Source: an optimization exercise on an open RTL-to-GDS flow (aim: small area and a short achievable clock period). Production flows keep margins and buffers that such runs may drop. Function was checked by simulation only, so behaviour that the tests miss may differ from the original. Power is estimated from default activity; no workload was simulated.

Setup of build 97:
// decode_stage
module decode_stage #(
  parameter int XLEN  = 32,
  parameter int NREGS = 32
) (
  input  logic            clk,
  input  logic            rst,
  input  logic            in_valid,
  output logic            in_ready,
  input  logic [31:0]     in_instr,
  input  logic [XLEN-1:0] in_pc,
  input  logic            flush,
  input  logic            wb_en,
  input  logic [4:0]      wb_rd,
  input  logic [XLEN-1:0] wb_data,
  output logic            out_valid,
  input  logic            out_ready,
  output logic [XLEN-1:0] out_pc,
  output logic [XLEN-1:0] out_rs1_data,
  output logic [XLEN-1:0] out_rs2_data,
  output logic [XLEN-1:0] out_imm,
  output logic [4:0]      out_rs1,
  output logic [4:0]      out_rs2,
  output logic [4:0]      out_rd,
  output logic [3:0]      out_alu_ctrl,
  output logic            out_mul_en,
  output logic            out_branch,
  output logic            out_mem_read,
  output logic            out_mem_to_reg,
  output logic            out_mem_write,
  output logic            out_alu_src,
  output logic            out_reg_write,
  output logic            out_illegal,
  output logic [1:0]      out_jump
);
Size in the first run: about 2600 cells after synthesis, about 1200 flip-flops, roughly 0.046 sq mm of cells after synthesis.
export LEC_CHECK = 0
export CAP_MARGIN = 20
export CORE_MARGIN = 2
export CORE_UTILIZATION = 40
export CTS_CLUSTER_DIAMETER = 100
export CTS_CLUSTER_SIZE = 30
export SETUP_SLACK_MARGIN = 2.5
export SLEW_MARGIN = 20
export SYNTH_HIERARCHICAL = 1
export SYNTH_MINIMUM_KEEP_SIZE = 0
create_clock -name core_clock -period 6.0 [get_ports {clk}]
standard.sh (not shown) runs the stock make flow with config.mk's settings and CLKGATE_MAP_FILE= SYNTH_SCRIPT=/design/flow/synth_recipe.tcl, a recipe that flattens the netlist after the stock synthesis.
==> flow/flow/run.sh <==
#!/bin/bash
# The standard layout (standard.sh, unchanged synthesis) with two extra make settings:
#  - port buffers are plain buf_1 cells instead of the delay buffer buffer_ports picks on its own;
#  - the resizer may change a cell's footprint (sky130hd's config restricts it to the same one).
# make's full output goes to flow_make.log here; each ORFS step logs under orfs/logs/.
set -uo pipefail
bash standard.sh \
  MATCH_CELL_FOOTPRINT=0 \
  "BUFFER_PORTS_ARGS=-buffer_cell sky130_fd_sc_hd__buf_1" \
  finish > flow_make.log 2>&1
status=$?
tail -20 flow_make.log
exit $status
Changes in build 15 relative to build 97:
Settings: CTS_CLUSTER_SIZE: 30 -> unset; CTS_CLUSTER_DIAMETER: 100 -> unset.
==> flow/flow/run.sh <==
#!/bin/bash
# The standard layout (standard.sh, unchanged synthesis) with two extra make settings:
#  - port buffers are plain buf_2 cells instead of the delay buffer buffer_ports picks on its own;
#  - the resizer may change a cell's footprint (sky130hd's config restricts it to the same one).
# make's full output goes to flow_make.log here; each ORFS step logs under orfs/logs/.
set -uo pipefail
bash standard.sh \
  MATCH_CELL_FOOTPRINT=0 \
  "BUFFER_PORTS_ARGS=-buffer_cell sky130_fd_sc_hd__buf_2" \
  finish > flow_make.log 2>&1
status=$?
tail -20 flow_make.log
exit $status
- Diff build 97 -> build 15: clock network fraction of total power increased by 14 points relative to the old numbers; power higher; setup slack fell by 0.069 ns; worst clock skew on the final layout moved down.
- After synthesis and placement, the instance count of build 15 is above that of build 97.
- Build 15 reports its end of the critical path as out_rs1_data[4] while build 97 reports out_rs2_data[25].
Input changes introduced in build 95 (baseline for comparison: build 15):
Settings: swapping 40 for 50 in CORE_UTILIZATION.
==> flow/flow/run.sh <==
#!/bin/bash
# The standard layout (standard.sh, unchanged synthesis) with three extra make settings:
#  - port buffers are plain buf_1 cells instead of the delay buffer buffer_ports picks on its own;
#  - the resizer may change a cell's footprint (sky130hd's config restricts it to the same one);
#  - clock tree synthesis clusters up to 25 sinks within 80 um per leaf buffer and inserts no
#    dummy loads.
# make's full output goes to flow_make.log here; each ORFS step logs under orfs/logs/.
set -uo pipefail
bash standard.sh \
  MATCH_CELL_FOOTPRINT=0 \
  "BUFFER_PORTS_ARGS=-buffer_cell sky130_fd_sc_hd__buf_1" \
  "CTS_ARGS=-sink_clustering_enable -repair_clock_nets -sink_clustering_size 25 -sink_clustering_max_diameter 80 -dont_use_dummy_load" \
  finish > flow_make.log 2>&1
status=$?
tail -20 flow_make.log
exit $status
[summary]
Re worst endpoint required time: build 15 was lower than build 95.
Global-route wire length before repair was higher in build 15 than in build 95.
The run showing the greater power is build 15.
As of build 95, net count reported at finish had fallen by a few percent compared to build 15.
Relative to build 15, build 95 improves least setup slack across all paths after layout.
Per the comparison of build 95 with build 15, ratio of cells with drive above 1 in the final layout moved down; number of clock buffer instances in the layout went down by about 60%; clock network power share lost 14 points; leakage component of the power decreased 2.3 nW; number of logic stages on the critical path including buffering decreased 1.
| utilization | build 95 vs build 15 | 8.2 points higher |
[inputs] build 48 vs build 95
Settings: an added CTS_CLUSTER_DIAMETER of 80; an added CTS_CLUSTER_SIZE of 25; a change of CORE_UTILIZATION from 50 to 40.
==> flow/flow/run.sh <==
#!/bin/bash
# The standard layout (standard.sh, unchanged synthesis) with two extra make settings:
#  - port buffers are plain buf_1 cells instead of the delay buffer buffer_ports picks on its own;
#  - the resizer may change a cell's footprint (sky130hd's config restricts it to the same one).
# make's full output goes to flow_make.log here; each ORFS step logs under orfs/logs/.
set -uo pipefail
bash standard.sh \
  MATCH_CELL_FOOTPRINT=0 \
  "BUFFER_PORTS_ARGS=-buffer_cell sky130_fd_sc_hd__buf_1" \
  finish > flow_make.log 2>&1
status=$?
tail -20 flow_make.log
exit $status
==> comparison <==
Going from build 95 to build 48, relative contribution of sequential cells to total power went down by 2.5 points; non-clock buffer count rose 9.0%; worst setup slack for register-to-register paths shows a reduction of 0.02 ns. NOTE: post-layout total power in build 48 exceeds that of build 95. Build 48 vs build 95, number of cells on the critical path went up by 3. Build 95 was smaller in final cell area than build 48. Compared with build 95, build 48 shows clock-buffer cell count higher by about 37%.

==> re-timing with driven ports <==
The flow's constraints put no driver on any port. The routed layouts listed below were extracted and timed again, unchanged, in two steps.
Step 1, drivers: a clkbuf_16 drives clk and a buf_2 each remaining input, both assumed.
Step 2 adds t to the input delays and takes it off the output delays; t is the mean of the earliest and latest rising clock arrival at the registers after step 1. Input paths then give back, and output paths get back, about the clock's delay inside the block.
Three values: ideal, step 1, step 2; two values: the first two.
run | t (ns) | slack for setup (ns) | worst register clock-pin slew, ns | worst data-port slew with drivers (ns)
build 97 | 0.748 | 2.389 / 2.394 / 1.646 | 0.12 / 0.12 | 0.09
build 15 | 0.780 | 2.320 / 2.329 / 1.549 | 0.07 / 0.07 | 0.07
build 95 | 0.726 | 2.384 / 2.369 / 1.671 | 0.10 / 0.10 | 0.07
build 48 | 0.782 | 2.416 / 2.392 / 1.679 | 0.10 / 0.10 | 0.08
After both steps setup and hold are still met in every run listed. For build 15, which loses most, drivers alone change the setup slack by +0.009 ns; drivers and shift together by -0.771 ns.
